Background: an optimization exercise with open tools, aiming at small area, a short achievable clock period and few clock cycles per item. Do not read the settings as production practice. Where RTL was checked, it was by simulation tests only, not by an equivalence proof against the original. Power figures rest on the tool's default switching activity, not on a simulated workload.

== the baseline ==
Design ir_pulse_distance_transmitter, start of the top module:
module ir_pulse_distance_transmitter (
   input  logic                  clock,
   input  logic                  reset,
   input  logic                  req_valid,
   output logic                  req_ready,
   input  logic                  req_kind,
   input  logic [63:0]           req_frame_low,
   input  logic [HIGH_BITS-1:0]  req_frame_high,
   output logic                  rsp_valid,
   input  logic                  rsp_ready,
   output logic                  rsp_ir_level,
   output logic                  rsp_busy_res,
   output logic                  rsp_frame_done,
   input  logic                  csr_we,
   input  logic [CSR_IDX_W-1:0]  csr_index,
   input  logic [CSR_DATA_W-1:0] csr_wdata
);
Size in the first run: ~1,200 cells after synthesis, roughly 200 flip-flops.
Settings: LEC_CHECK=0, CAP_MARGIN=20, CORE_MARGIN=2, CORE_UTILIZATION=60, SETUP_SLACK_MARGIN=5, SLEW_MARGIN=20; clock period 8.0 ns.
standard.sh (not shown) runs the stock make flow with config.mk's settings and CLKGATE_MAP_FILE= SYNTH_SCRIPT=/design/flow/synth_recipe.tcl, a recipe that flattens the netlist after the stock synthesis.
==> flow/flow/run.sh <==
#!/bin/bash
# Layout flow: the standard ORFS flow (standard synthesis unchanged), with the I/O port
# buffers made of plain buffers (sky130_fd_sc_hd__buf_2) instead of the cell buffer_ports
# picks by default (a delay buffer). Every port still gets its own buffer.
set -euo pipefail
bash standard.sh "BUFFER_PORTS_ARGS=-buffer_cell sky130_fd_sc_hd__buf_2" finish > flow_orfs.log 2>&1
Testbench counts of the baseline, summed over its fixed seeds: cycles 48,765, beats 48,704.
#### Input delta (the candidate over the baseline)
--- a/flow/design.v
+++ b/flow/design.v
@@ -54,46 +54,49 @@
    input  logic [CSR_IDX_W-1:0]  csr_index,
    input  logic [CSR_DATA_W-1:0] csr_wdata
 );
    logic [HALF_W-1:0]  half_r;
    logic [CYC_W-1:0]   lb_r, bb_r, eb_r;
    logic [SPACE_W-1:0] ls_r, os_r, zs_r;
    logic lb_nz, ls_nz, bb_nz, os_nz, zs_nz, eb_nz;
    logic wd_nz10, wd_nz16;
    assign wd_nz10 = |csr_wdata[CYC_W-1:0];
    assign wd_nz16 = |csr_wdata[SPACE_W-1:0];
+   logic [6:0] cfg_en;
+   always_comb
+      for (int k = 0; k < 7; k++) cfg_en[k] = reset || (csr_we && (csr_index == 3'(k)));
    always_ff @(posedge clock) begin
-      if (reset) begin
-         half_r <= CARRIER_HALF_RST;
-         lb_r   <= LEAD_BURST_RST;
-         ls_r   <= LEAD_SPACE_RST;
-         bb_r   <= BIT_BURST_RST;
-         os_r   <= ONE_SPACE_RST;
-         zs_r   <= ZERO_SPACE_RST;
-         eb_r   <= END_BURST_RST;
-         lb_nz  <= 1'b1;
-         ls_nz  <= 1'b1;
-         bb_nz  <= 1'b1;
-         os_nz  <= 1'b1;
-         zs_nz  <= 1'b1;
-         eb_nz  <= 1'b1;
-      end else if (csr_we) begin
-         case (csr_index)
-            REG_CARRIER_HALF: half_r <= csr_wdata[HALF_W-1:0];
-            REG_LEAD_BURST:   begin lb_r <= csr_wdata[CYC_W-1:0];   lb_nz <= wd_nz10; end
-            REG_LEAD_SPACE:   begin ls_r <= csr_wdata[SPACE_W-1:0]; ls_nz <= wd_nz16; end
-            REG_BIT_BURST:    begin bb_r <= csr_wdata[CYC_W-1:0];   bb_nz <= wd_nz10; end
-            REG_ONE_SPACE:    begin os_r <= csr_wdata[SPACE_W-1:0]; os_nz <= wd_nz16; end
-            REG_ZERO_SPACE:   begin zs_r <= csr_wdata[SPACE_W-1:0]; zs_nz <= wd_nz16; end
-            REG_END_BURST:    begin eb_r <= csr_wdata[CYC_W-1:0];   eb_nz <= wd_nz10; end
-            default: ;
-         endcase
+      if (cfg_en[REG_CARRIER_HALF])
+         half_r <= reset ? CARRIER_HALF_RST : csr_wdata[HALF_W-1:0];
+      if (cfg_en[REG_LEAD_BURST]) begin
+         lb_r  <= reset ? LEAD_BURST_RST : csr_wdata[CYC_W-1:0];
+         lb_nz <= reset || wd_nz10;
+      end
+      if (cfg_en[REG_LEAD_SPACE]) begin
+         ls_r  <= reset ? LEAD_SPACE_RST : csr_wdata[SPACE_W-1:0];
+         ls_nz <= reset || wd_nz16;
+      end
+      if (cfg_en[REG_BIT_BURST]) begin
+         bb_r  <= reset ? BIT_BURST_RST : csr_wdata[CYC_W-1:0];
+         bb_nz <= reset || wd_nz10;
+      end
+      if (cfg_en[REG_ONE_SPACE]) begin
+         os_r  <= reset ? ONE_SPACE_RST : csr_wdata[SPACE_W-1:0];
+         os_nz <= reset || wd_nz16;
+      end
+      if (cfg_en[REG_ZERO_SPACE]) begin
+         zs_r  <= reset ? ZERO_SPACE_RST : csr_wdata[SPACE_W-1:0];
+         zs_nz <= reset || wd_nz16;
+      end
+      if (cfg_en[REG_END_BURST]) begin
+         eb_r  <= reset ? END_BURST_RST : csr_wdata[CYC_W-1:0];
+         eb_nz <= reset || wd_nz10;
       end
    end
    logic ne_one, ne_zero;
    assign ne_one  = bb_nz || os_nz;
    assign ne_zero = bb_nz || zs_nz;
    logic ph_lb, ph_ls, ph_bb, ph_bs, ph_eb, ph_be;    
    logic [17:0] cnt;
    logic        cp;                                    
    logic        lt;                                    
    logic [FRAME_BITS:0] f;
Findings:
Having completed the whole flow, the candidate delivered a layout that passed the timing, DRC and antenna checks.
The baseline closes out successfully: all stages finished, all timing, DRC and antenna checks passed.
The candidate against the baseline; first-iteration DRC count is up by more than half.
Lower depth of the worst register-to-register path goes to the baseline over the candidate.
Summary of the candidate over the baseline: clock-cell share of area now sits lower, count of clock-buffer cells in the layout dropped 6, die span in y saw a decrease, total power consumption of the routed design climbed 7.0%.
In the candidate the net count after synthesis turned out 19% lower than in the baseline.
Sort the baseline and the candidate by number of multi-input logic gates, ascending, and the candidate comes first.
| post-detailed-routing wire length | higher: the baseline |
Going from the baseline to the candidate, worst hold slack rose by 94 ps; worst setup slack went down 70 ps; clock period minus worst slack +70 ps.
No functional check of the RTL was part of the candidate.

========
ir_pulse_distance_transmitter, a different RTL version from the one above (not shown whole).
For scale: roughly 960 cells after synthesis, ~200 flip-flops, about 100 I/O pins.
==> flow/config.mk <==
export PLATFORM = sky130hd
export DESIGN_NAME = ir_pulse_distance_transmitter
export DESIGN_NICKNAME = ir_pulse_distance_transmitter
export VERILOG_FILES = /design/flow/design.v
export SDC_FILE = /design/flow/constraint.sdc
export NUM_CORES = 4
export LEC_CHECK = 0
export CAP_MARGIN = 20
export CORE_MARGIN = 2
export CORE_UTILIZATION = 70
export SETUP_SLACK_MARGIN = 5
export SLEW_MARGIN = 20
==> flow/constraint.sdc <==
create_clock -name core_clock -period 8.0 [get_ports {clock}]
set_input_delay 1.6000 -clock core_clock [delete_from_list [all_inputs] [get_ports {clock}]]
set_output_delay 1.6000 -clock core_clock [all_outputs]
set_load 0.01 [all_outputs]
==> flow/flow/run.sh <==
#!/bin/bash
# Layout flow: the standard ORFS flow (standard synthesis unchanged), with
#  - the I/O port buffers made of plain buffers (sky130_fd_sc_hd__buf_2) instead of the
#    delay buffer buffer_ports picks by default; every port still gets its own buffer;
#  - timing repair aiming at 5.25 ns of setup slack.
set -euo pipefail
bash standard.sh "BUFFER_PORTS_ARGS=-buffer_cell sky130_fd_sc_hd__buf_2" SETUP_SLACK_MARGIN=5.25 finish > flow_orfs.log 2>&1
Testbench counts at the start, summed over its fixed seeds: cycles 48,788, beats 48,704.
Next try:
--- a/flow/design.v
+++ b/flow/design.v
@@ -54,25 +54,35 @@
    input  logic [CSR_IDX_W-1:0]  csr_index,
    input  logic [CSR_DATA_W-1:0] csr_wdata
 );
    logic [HALF_W-1:0]  half_r;
    logic [CYC_W-1:0]   lb_r, bb_r, eb_r;
    logic [SPACE_W-1:0] ls_r, os_r, zs_r;
    logic lb_nz, ls_nz, bb_nz, os_nz, zs_nz, eb_nz;
-   logic [6:0] cfg_en;
-   always_comb
-      for (int k = 0; k < 7; k++) cfg_en[k] = reset || (csr_we && (csr_index == 3'(k)));
    always_ff @(posedge clock) begin
-      if (cfg_en[REG_CARRIER_HALF]) half_r <= reset ? CARRIER_HALF_RST : csr_wdata[HALF_W-1:0];
-      if (cfg_en[REG_LEAD_BURST])   lb_r   <= reset ? LEAD_BURST_RST : csr_wdata[CYC_W-1:0];
-      if (cfg_en[REG_LEAD_SPACE])   ls_r   <= reset ? LEAD_SPACE_RST : csr_wdata[SPACE_W-1:0];
-      if (cfg_en[REG_BIT_BURST])    bb_r   <= reset ? BIT_BURST_RST : csr_wdata[CYC_W-1:0];
-      if (cfg_en[REG_ONE_SPACE])    os_r   <= reset ? ONE_SPACE_RST : csr_wdata[SPACE_W-1:0];
-      if (cfg_en[REG_ZERO_SPACE])   zs_r   <= reset ? ZERO_SPACE_RST : csr_wdata[SPACE_W-1:0];
-      if (cfg_en[REG_END_BURST])    eb_r   <= reset ? END_BURST_RST : csr_wdata[CYC_W-1:0];
+      if (reset) begin
+         half_r <= CARRIER_HALF_RST;
+         lb_r   <= LEAD_BURST_RST;
+         ls_r   <= LEAD_SPACE_RST;
+         bb_r   <= BIT_BURST_RST;
+         os_r   <= ONE_SPACE_RST;
+         zs_r   <= ZERO_SPACE_RST;
+         eb_r   <= END_BURST_RST;
+      end else if (csr_we) begin
+         case (csr_index)
+            REG_CARRIER_HALF: half_r <= csr_wdata[HALF_W-1:0];
+            REG_LEAD_BURST:   lb_r   <= csr_wdata[CYC_W-1:0];
+            REG_LEAD_SPACE:   ls_r   <= csr_wdata[SPACE_W-1:0];
+            REG_BIT_BURST:    bb_r   <= csr_wdata[CYC_W-1:0];
+            REG_ONE_SPACE:    os_r   <= csr_wdata[SPACE_W-1:0];
+            REG_ZERO_SPACE:   zs_r   <= csr_wdata[SPACE_W-1:0];
+            REG_END_BURST:    eb_r   <= csr_wdata[CYC_W-1:0];
+            default: ;
+         endcase
+      end
    end
    always_ff @(posedge clock) begin
       if (reset) begin
          lb_nz <= 1'b1;
          ls_nz <= 1'b1;
          bb_nz <= 1'b1;
          os_nz <= 1'b1;
@@ -208,30 +218,25 @@
    logic stall_s, stall_t, stall_n;
    assign stall_s = s_lt && s_ls;
    assign stall_t = (lt ? t_lt : (lt_step && (ph_ls || ph_bs || (ph_lb && entry_lb))))
                     && !(f_tick_shift ? known_ent : known_stay);
    assign stall_n = (be_go ? t_lt
                            : (lt && (ph_ls || ph_bs || (ph_lb && entry_lb))))
                     && !(f_idle_shift ? known_ent : known_stay);
+   logic stall_next;
+   assign stall_next = start_idle ? stall_s : (tick_busy ? stall_t : stall_n);
    logic push, r_l, r_b, r_d, be_busy;
    assign be_busy = real0 || eb_nz;
    assign push = (accept && !start_be) || be_go;
    assign r_l  = tick_busy && burst && !cp;
    assign r_b  = be_go ? be_busy : (busy || is_start);
    assign r_d  = be_go ? !be_busy : (tick_busy && done_tick);
    logic pop, sv_next;
    assign pop     = ov && rsp_ready;
    assign sv_next = (sv || push) && ov && !pop;
-   logic blocked, rdy_start, rdy_tick, rdy_none, rdy_next;
-   assign blocked   = ov && !rsp_ready;
-   assign rdy_start = busy ? !stall_n : (!s_be && !stall_s);
-   assign rdy_tick  = busy ? !stall_t : !stall_n;
-   assign rdy_none  = !(ph_be && !be_go) && !stall_n;
-   assign rdy_next  = accept ? (!blocked && (req_kind ? rdy_start : rdy_tick))
-                             : (rdy_none && !((sv || be_go) && blocked));
    logic n_be;
    assign n_be = ph_upd ? (kind_sel && s_be) : ph_be;
    always_ff @(posedge clock) begin
       if (reset) begin
          ph_lb  <= 1'b0;
          ph_ls  <= 1'b0;
          ph_bb  <= 1'b0;
@@ -239,15 +244,15 @@
          ph_eb  <= 1'b0;
          ph_be  <= 1'b0;
          used0  <= 1'b0;
          rdy_ff <= 1'b1;
          ov     <= 1'b0;
          sv     <= 1'b0;
       end else begin
-         rdy_ff <= rdy_next;
+         rdy_ff <= !sv_next && !n_be && !stall_next;
          used0  <= (tick_busy ? f_tick_shift : f_idle_shift);
          if (!ov || pop) begin
             ov <= sv || push;
             sv <= 1'b0;
          end else if (push) begin
             sv <= 1'b1;
          end
Result:
- non-clock buffer count rose by 8
- setup slack gains 0.019 ns
- final area rose by a few percent
- register-to-register slack gains 0.02 ns
- die area rose by a few percent
- via count rose by about a fifth
- routed wire length rose by a little under a tenth
- utilization fell by 1.1 points
- synthesized cell count rose by a quarter to a third
- worst hold slack loses 0.030 ns
- clock-buffer cell count rose by 2
- cell count rose by about a fifth
Testbench counts after the change, summed over its fixed seeds: cycles 48,788, beats 48,704.

afterwards: timing with drivers on the ports:
The results above use ideal ports. As a check the final layouts listed here were re-extracted and re-timed, cells and wires unchanged. Step 1 (the two cells are an assumption about what drives the block):
set clk [get_ports {clock}]
set_driving_cell -lib_cell sky130_fd_sc_hd__clkbuf_16 $clk
set_driving_cell -lib_cell sky130_fd_sc_hd__buf_2 [delete_from_list [all_inputs] $clk]
Step 2, shift: input delay + t, output delay - t, t = (earliest + latest rising clock arrival at the registers) / 2. This alone moves slack from input paths to output paths. Three values: ideal, step 1, step 2; two values: the first two.
run | t (ns) | slack for setup (ns) | latest minus earliest clock arrival (ns) | slew at the worst register clock pin (ns) | cell pins on the clock port's net
the baseline | 0.562 | 5.060 / 5.088 / 4.526 | 0.024 / 0.024 | 0.06 / 0.06 | 1
the candidate | 0.548 | 4.990 / 5.001 / 4.464 | 0.014 / 0.015 | 0.06 / 0.06 | 1
the first run of note 2 | 0.533 | 5.297 / 5.273 / 4.802 | 0.018 / 0.018 | 0.06 / 0.06 | 1
the second run of note 2 | 0.543 | 5.316 / 5.316 / 4.807 | 0.010 / 0.010 | 0.06 / 0.06 | 1
After both steps every run listed still meets setup and hold. For the baseline, which loses most, drivers alone change the setup slack by +0.028 ns; drivers and shift together by -0.534 ns.
